Background: an optimization exercise with open tools, aiming at small area and few clock cycles per item. Do not read the settings as production practice. At most, simulation tests tie the RTL to the original design; equivalence was not proved. No driver is modelled on the clock port, so clocking that relies on it looks cheaper here than on a real chip.

==> flow/design.v (excerpt) <==
module light_dimmer_ramp_controller
(
    input  wire logic        i_clk,
    input  wire logic        i_rst_n,
    input  wire logic        in_valid,
    output logic             in_ready,
    input  wire logic        in_op,
    input  wire logic [1:0]  in_port,
    input  wire logic        in_payload_on,
    input  wire logic [15:0] in_level_value,
    input  wire logic        in_readback_ok,
    output logic             out_valid,
    input  wire logic        out_ready,
    output logic             out_write_valid,
    output logic      [15:0] out_write_level,
    output logic             out_ramp_running,
    input  wire logic        psel,
    input  wire logic        penable,
    input  wire logic        pwrite,
    input  wire logic [4:0]  paddr,
    input  wire logic [31:0] pwdata,
    output logic      [31:0] prdata,
    output logic             pready
);
    logic [1:0]  c_mode;
    logic        c_two;
    logic        c_onmax;
    logic [15:0] c_off;
    logic [15:0] c_min;
    logic [15:0] c_max;
    logic [15:0] c_step;
    logic [15:0] c_grow;
    logic [2:0]  w_idx;
    logic        w_wr;
    logic [7:0]  w_sel;
    assign w_idx  = paddr[4:2];
    assign w_wr   = psel && penable && pwrite;
    assign pready = 1'b1;
    always_comb begin
        for (int i = 0; i < 8; i++)
            w_sel[i] = (w_idx == 3'(i));
    end
    logic [7:0]  w_cen;
    logic [15:0] w_d0;      
    logic [15:0] w_d1;      
    assign w_d0  = pwdata[15:0] & {16{i_rst_n}};
    assign w_d1  = pwdata[15:0] | {16{!i_rst_n}};
    assign w_cen = {8{!i_rst_n}} | ({8{w_wr}} & w_sel);
    always_ff @(posedge i_clk) begin
        if (w_cen[0]) c_mode  <= w_d0[1:0];
        if (w_cen[1]) c_two   <= w_d0[0];
        if (w_cen[2]) c_onmax <= w_d0[0];
  ...
==> flow/config.mk <==
export PLATFORM = sky130hd
export DESIGN_NAME = light_dimmer_ramp_controller
export DESIGN_NICKNAME = light_dimmer_ramp_controller
export VERILOG_FILES = /design/flow/design.v
export SDC_FILE = /design/flow/constraint.sdc
export NUM_CORES = 4
export LEC_CHECK = 0
export CAP_MARGIN = 20
export CORE_MARGIN = 2
export CORE_UTILIZATION = 60
export GPL_TIMING_DRIVEN = 0
export SLEW_MARGIN = 20
export SYNTH_HIERARCHICAL = 1
==> flow/constraint.sdc <==
create_clock -name core_clock -period 15.0 [get_ports {i_clk}]
set_input_delay 3.0000 -clock core_clock [delete_from_list [all_inputs] [get_ports {i_clk}]]
set_output_delay 3.0000 -clock core_clock [all_outputs]
set_load 0.01 [all_outputs]
standard.sh (not shown) runs the stock make flow with config.mk's settings and CLKGATE_MAP_FILE= SYNTH_SCRIPT=/design/flow/synth_recipe.tcl, a recipe that flattens the netlist after the stock synthesis.
==> flow/flow/run.sh <==
#!/bin/bash
# The standard layout (the standard.sh: ORFS synthesis through finish), with
# two changes:
#  - the buffer that global placement puts on each input and output port is the
#    smallest buffer cell instead of the one buffer_ports picks itself;
#  - clock tree synthesis builds the tree from clkbuf_8 cells and adds no dummy
#    loads (the tree is small: about 120 flip-flops).
set -euo pipefail
export BUFFER_PORTS_ARGS="-buffer_cell sky130_fd_sc_hd__buf_1"
export CTS_ARGS="-sink_clustering_enable -repair_clock_nets -buf_list sky130_fd_sc_hd__clkbuf_8 -dont_use_dummy_load"
bash standard.sh > standard.log 2>&1
The baseline went through all stages and came out clean.
Testbench counts at the start, summed over its fixed seeds: cycles 25,664, items 25,600.
Then changed:
CORE_UTILIZATION = 40   (was 60)
GPL_TIMING_DRIVEN = unset   (was 0)
Effect: Routed wire length came out higher by a few percent; worst setup slack improved by 0.89 ns; fmax rose by a few percent; design area drops by a few percent.


Setup of lane 1:
light_dimmer_ramp_controller, a different RTL version from the one above (not shown whole).
Size in the first run: about 2100 cells after synthesis, ~120 I/O pins.
Settings: LEC_CHECK=0, CAP_MARGIN=20, CORE_MARGIN=2, CORE_UTILIZATION=40, SLEW_MARGIN=20; clock period 15.0 ns.
run.sh (not shown) runs the stock make flow with config.mk's settings and CLKGATE_MAP_FILE= SYNTH_SCRIPT=/design/flow/synth_recipe.tcl, a recipe that flattens the netlist after the stock synthesis.
Stock flow here: none of the scripts above is used.
The flow did not stop early for lane 1: all stages ran, and the layout cleared the timing, design-rule and antenna checks.
Testbench counts of lane 1, summed over its fixed seeds: cycles 25,664, items 25,600.
Input changes introduced in lane 2 (baseline for comparison: lane 1):
Settings: ABC_AREA newly set to 1.
[summary]
Lane 2 vs lane 1: placer congestion estimate up
Side by side, total wire length turned out higher in lane 2 than in lane 1.
Diff lane 1 -> lane 2: utilization of the core after routing now smaller; fraction of synthesized cell area in xor and xnor cells stayed essentially flat; final area shows a reduction of 260 um2; placed wire-length estimate after detailed placement increased by about 16% relative to the old numbers.
For lane 2, the most common cell after layout, fill and taps aside was sky130_fd_sc_hd__inv_1, unlike lane 1, where it was sky130_fd_sc_hd__nand2_1.


garnet:
Another version of the RTL of light_dimmer_ramp_controller (not shown whole).
Size in the first run: roughly 1600 cells after synthesis, about 16000 um2 of cells after synthesis.
## light_dimmer_ramp_controller
module light_dimmer_ramp_controller
(
    input  wire logic        i_clk,
    input  wire logic        i_rst_n,
    input  wire logic        in_valid,
    output logic             in_ready,
    input  wire logic        in_op,
    input  wire logic [1:0]  in_port,
    input  wire logic        in_payload_on,
    input  wire logic [15:0] in_level_value,
    input  wire logic        in_readback_ok,
    output logic             out_valid,
    input  wire logic        out_ready,
    output logic             out_write_valid,
    output logic      [15:0] out_write_level,
    output logic             out_ramp_running,
    input  wire logic        psel,
    input  wire logic        penable,
    input  wire logic        pwrite,
    input  wire logic [4:0]  paddr,
    input  wire logic [31:0] pwdata,
    output logic      [31:0] prdata,
    output logic             pready
);
Settings: LEC_CHECK=0, CAP_MARGIN=20, CORE_MARGIN=2, CORE_UTILIZATION=40, SLEW_MARGIN=20, SYNTH_HIERARCHICAL=1; clock period 15.0 ns.
Here is what was changed in the inputs of ember compared with garnet.
# garnet
export LEC_CHECK = 0
export CAP_MARGIN = 20
export CORE_MARGIN = 2
export CORE_UTILIZATION = 40
export SLEW_MARGIN = 20
export SYNTH_HIERARCHICAL = 1
create_clock -name core_clock -period 15.0 [get_ports {i_clk}]
# ember
export LEC_CHECK = 0
export CAP_MARGIN = 20
export CORE_MARGIN = 2
export CORE_UTILIZATION = 40
export CTS_BUF_LIST = sky130_fd_sc_hd__clkbuf_8
export SLEW_MARGIN = 20
export SYNTH_HIERARCHICAL = 1
create_clock -name core_clock -period 15.0 [get_ports {i_clk}]
### Flow results
When the final numbers for ember and garnet were put side by side, the global-route met2 utilization turned out to be greater in garnet. Setup slack: ember > garnet. Delta (ember minus garnet): relative area change from synthesis to final layout shows a reduction of 1.2 points, per-cell via count in the routed design shows no meaningful change, post-route cell area shows a reduction of 1.1%, number of logic stages on the critical path including buffering shows no meaningful change, number of search-and-repair iterations in the first detailed-routing pass shows a reduction of 3. Going from garnet to ember, post-route met1 wirelength shrank by a few percent.
No functional check of the RTL was part of any run of this note.


light_dimmer_ramp_controller, a different RTL version from the one above (not shown whole).
For scale: about 1600 cells after synthesis, roughly 120 I/O pins, ~16000 um2 of cells after synthesis.
clock: 15.0 ns
lec_check: 0
cap_margin: 20
core_margin: 2
core_utilization: 40
cts_buf_list: sky130_fd_sc_hd__clkbuf_8
slew_margin: 20
synth_hierarchical: 1
standard.sh (not shown) runs the stock make flow with config.mk's settings and CLKGATE_MAP_FILE= SYNTH_SCRIPT=/design/flow/synth_recipe.tcl, a recipe that flattens the netlist after the stock synthesis.
==> flow/flow/run.sh <==
#!/bin/bash
# The standard layout (the standard.sh: ORFS synthesis through finish), with
# one change: the buffer that global placement puts on each input and output
# port is the smallest buffer cell instead of the one buffer_ports picks itself.
set -euo pipefail
export BUFFER_PORTS_ARGS="-buffer_cell sky130_fd_sc_hd__buf_1"
bash standard.sh > standard.log 2>&1
Testbench counts at the start, summed over its fixed seeds: cycles 25,664, items 25,600.
Next try:
==> flow/run.sh (new file) <==
#!/bin/bash
# synth_recipe.tcl (not shown) runs the flow's synth.tcl, then flattens the netlist and writes it again
# the make line also repeats each setting of config.mk as NAME=value (left out here)
make -C /OpenROAD-flow-scripts/flow DESIGN_CONFIG=/design/flow/config.mk WORK_HOME=/design/flow/orfs CLKGATE_MAP_FILE= SYNTH_SCRIPT=/design/flow/synth_recipe.tcl finish
removed: flow/flow/run.sh
removed: flow/standard.sh
- via count went up by 1.2%
- critical path depth went up by 1
- cell area went up by 3.3%
- routed wire length went up by 1.7%


Setup of job 101:
Another version of the RTL of light_dimmer_ramp_controller (not shown whole).
Size: ~1500 cells after synthesis, about 15000 um^2 of cells after synthesis.
==> flow/design.v (excerpt) <==
module light_dimmer_ramp_controller
(
    input  wire logic        i_clk,
    input  wire logic        i_rst_n,
    input  wire logic        in_valid,
    output logic             in_ready,
    input  wire logic        in_op,
    input  wire logic [1:0]  in_port,
    input  wire logic        in_payload_on,
    input  wire logic [15:0] in_level_value,
    input  wire logic        in_readback_ok,
    output logic             out_valid,
    input  wire logic        out_ready,
    output logic             out_write_valid,
    output logic      [15:0] out_write_level,
    output logic             out_ramp_running,
    input  wire logic        psel,
    input  wire logic        penable,
    input  wire logic        pwrite,
    input  wire logic [4:0]  paddr,
    input  wire logic [31:0] pwdata,
    output logic      [31:0] prdata,
    output logic             pready
);
Settings: LEC_CHECK=0, CAP_MARGIN=0, CORE_MARGIN=2, CORE_UTILIZATION=60, SLEW_MARGIN=0, SYNTH_HIERARCHICAL=1; clock period 15.0 ns.
==> flow/flow/run.sh <==
#!/bin/bash
# The standard layout (the standard.sh: ORFS synthesis through finish), with
# these changes:
#  - the buffer that global placement puts on each input and output port is the
#    smallest buffer cell instead of the one buffer_ports picks itself;
#  - clock tree synthesis builds the tree from clkbuf_4 cells and adds no dummy
#    loads (the tree is small: about 120 flip-flops); then clock_upsize.tcl
#    turns each clkbuf_4 whose loads would see too slow a clock edge into a
#    clkbuf_8, before routing;
#  - floorplanning keeps synthesis's tie cells instead of giving every load of
#    a constant its own tie cell.
set -euo pipefail
export BUFFER_PORTS_ARGS="-buffer_cell sky130_fd_sc_hd__buf_1"
export SKIP_REPAIR_TIE_FANOUT=1
export CTS_ARGS="-sink_clustering_enable -repair_clock_nets -buf_list sky130_fd_sc_hd__clkbuf_4 -dont_use_dummy_load"
bash standard.sh cts > standard_cts.log 2>&1
openroad -no_init -exit flow/clock_upsize.tcl > clock_upsize.log 2>&1
bash standard.sh > standard.log 2>&1
==> flow/flow/clock_upsize.tcl <==
# After clock tree synthesis: a clkbuf_4 of the clock tree whose loads would see
# a clock slew above 105 ps (estimated from placement) becomes a clkbuf_8; the
# cells are then legalized again and the result replaces 4_cts.odb.
set results orfs/results/sky130hd/light_dimmer_ramp_controller/base
read_liberty $::env(FLOW_HOME)/platforms/sky130hd/lib/sky130_fd_sc_hd__tt_025C_1v80.lib
read_db $results/4_cts.odb
read_sdc $results/4_cts.sdc
source $::env(FLOW_HOME)/platforms/sky130hd/setRC.tcl
estimate_parasitics -placement

set big [[ord::get_db] findMaster sky130_fd_sc_hd__clkbuf_8]
set n 0
foreach inst [[ord::get_db_block] getInsts] {
  if {[[$inst getMaster] getName] ne "sky130_fd_sc_hd__clkbuf_4"} { continue }
  set net [[$inst findITerm X] getNet]
  set worst 0
  foreach it [$net getITerms] {
    if {[$it isOutputSignal]} { continue }
    set p [get_pins "[[$it getInst] getName]/[[$it getMTerm] getName]"]
    set s [get_property $p slew_max]
    if {$s > $worst} { set worst $s }
  }
  if {$worst > 0.105} {
    puts "upsize [$inst getName]: worst load slew $worst ns"
    $inst swapMaster $big
    incr n
  }
}
puts "upsized $n clock buffers"
detailed_placement
check_placement -verbose
estimate_parasitics -placement
report_clock_skew
write_db $results/4_cts.odb
Testbench counts of job 101, summed over its fixed seeds: cycles 25,664, items 25,600.
Input changes introduced in job 102 (baseline for comparison: job 101):
==> flow/flow/run.sh <==
#!/bin/bash
# The standard layout (the standard.sh: ORFS synthesis through finish), with
# these changes:
#  - the buffer that global placement puts on each input and output port is the
#    smallest buffer cell instead of the one buffer_ports picks itself;
#  - clock tree synthesis builds the tree from clkbuf_4 cells and adds no dummy
#    loads (the tree is small: about 120 flip-flops); then clock_upsize.tcl
#    turns each clkbuf_4 whose loads would see too slow a clock edge into a
#    clkbuf_8, before routing.
set -euo pipefail
export BUFFER_PORTS_ARGS="-buffer_cell sky130_fd_sc_hd__buf_1"
export CTS_ARGS="-sink_clustering_enable -repair_clock_nets -buf_list sky130_fd_sc_hd__clkbuf_4 -dont_use_dummy_load"
bash standard.sh cts > standard_cts.log 2>&1
openroad -no_init -exit flow/clock_upsize.tcl > clock_upsize.log 2>&1
bash standard.sh > standard.log 2>&1
--- outcome ---
- Job 102: done, clean on timing, DRC and antenna
- Summary of job 102 over job 101: wire length on met1 up about 1.6%, met3 layer wire length in the routed design fell 430 um, wire length of the first global-routing pass has remained practically unchanged.
- Job 101 and job 102 ended up with roughly the same setup clock skew after layout.
- Worst hold slack (job 102 over job 101): decrease, 3.2 ps

[separate check: timing with driven ports]
The results above use ideal ports. As a check the final layouts listed here were re-extracted and re-timed, cells and wires unchanged. Step 1 assumes that a clkbuf_16 drives the clock port and a buf_2 every other input. Step 2, shift: input delay + t, output delay - t, t = (earliest + latest rising clock arrival at the registers) / 2. This alone moves slack from input paths to output paths. a / b / c = ideal / step 1 / step 2; a / b = the first two.
run	t (ns)	setup WS [ns]	hold WS [ns]	worst data-port slew with drivers (ns)
the first run of note 1	0.472	1.178 / 1.199 / 0.727	0.530 / 0.530 / 0.530	0.05
the second run of note 1	0.488	2.067 / 2.082 / 1.594	0.538 / 0.538 / 0.538	0.07
lane 1	0.466	1.205 / 1.223 / 0.758	0.473 / 0.473 / 0.473	0.04
lane 2	0.473	1.896 / 1.916 / 1.443	0.487 / 0.487 / 0.487	0.04
garnet	0.463	1.072 / 1.099 / 0.636	0.522 / 0.522 / 0.522	0.04
ember	0.479	1.148 / 1.168 / 0.689	0.523 / 0.523 / 0.523	0.04
the first run of note 4	0.486	1.412 / 1.417 / 0.931	0.522 / 0.522 / 0.522	0.05
the second run of note 4	0.499	1.190 / 1.214 / 0.715	0.518 / 0.518 / 0.518	0.04
job 101	0.446	1.968 / 1.987 / 1.541	0.538 / 0.538 / 0.538	0.04
job 102	0.456	1.962 / 1.981 / 1.525	0.535 / 0.535 / 0.535	0.04
After both steps every run listed still meets setup and hold. For the first run of note 4, which loses most, drivers alone change the setup slack by +0.005 ns; drivers and shift together by -0.481 ns.
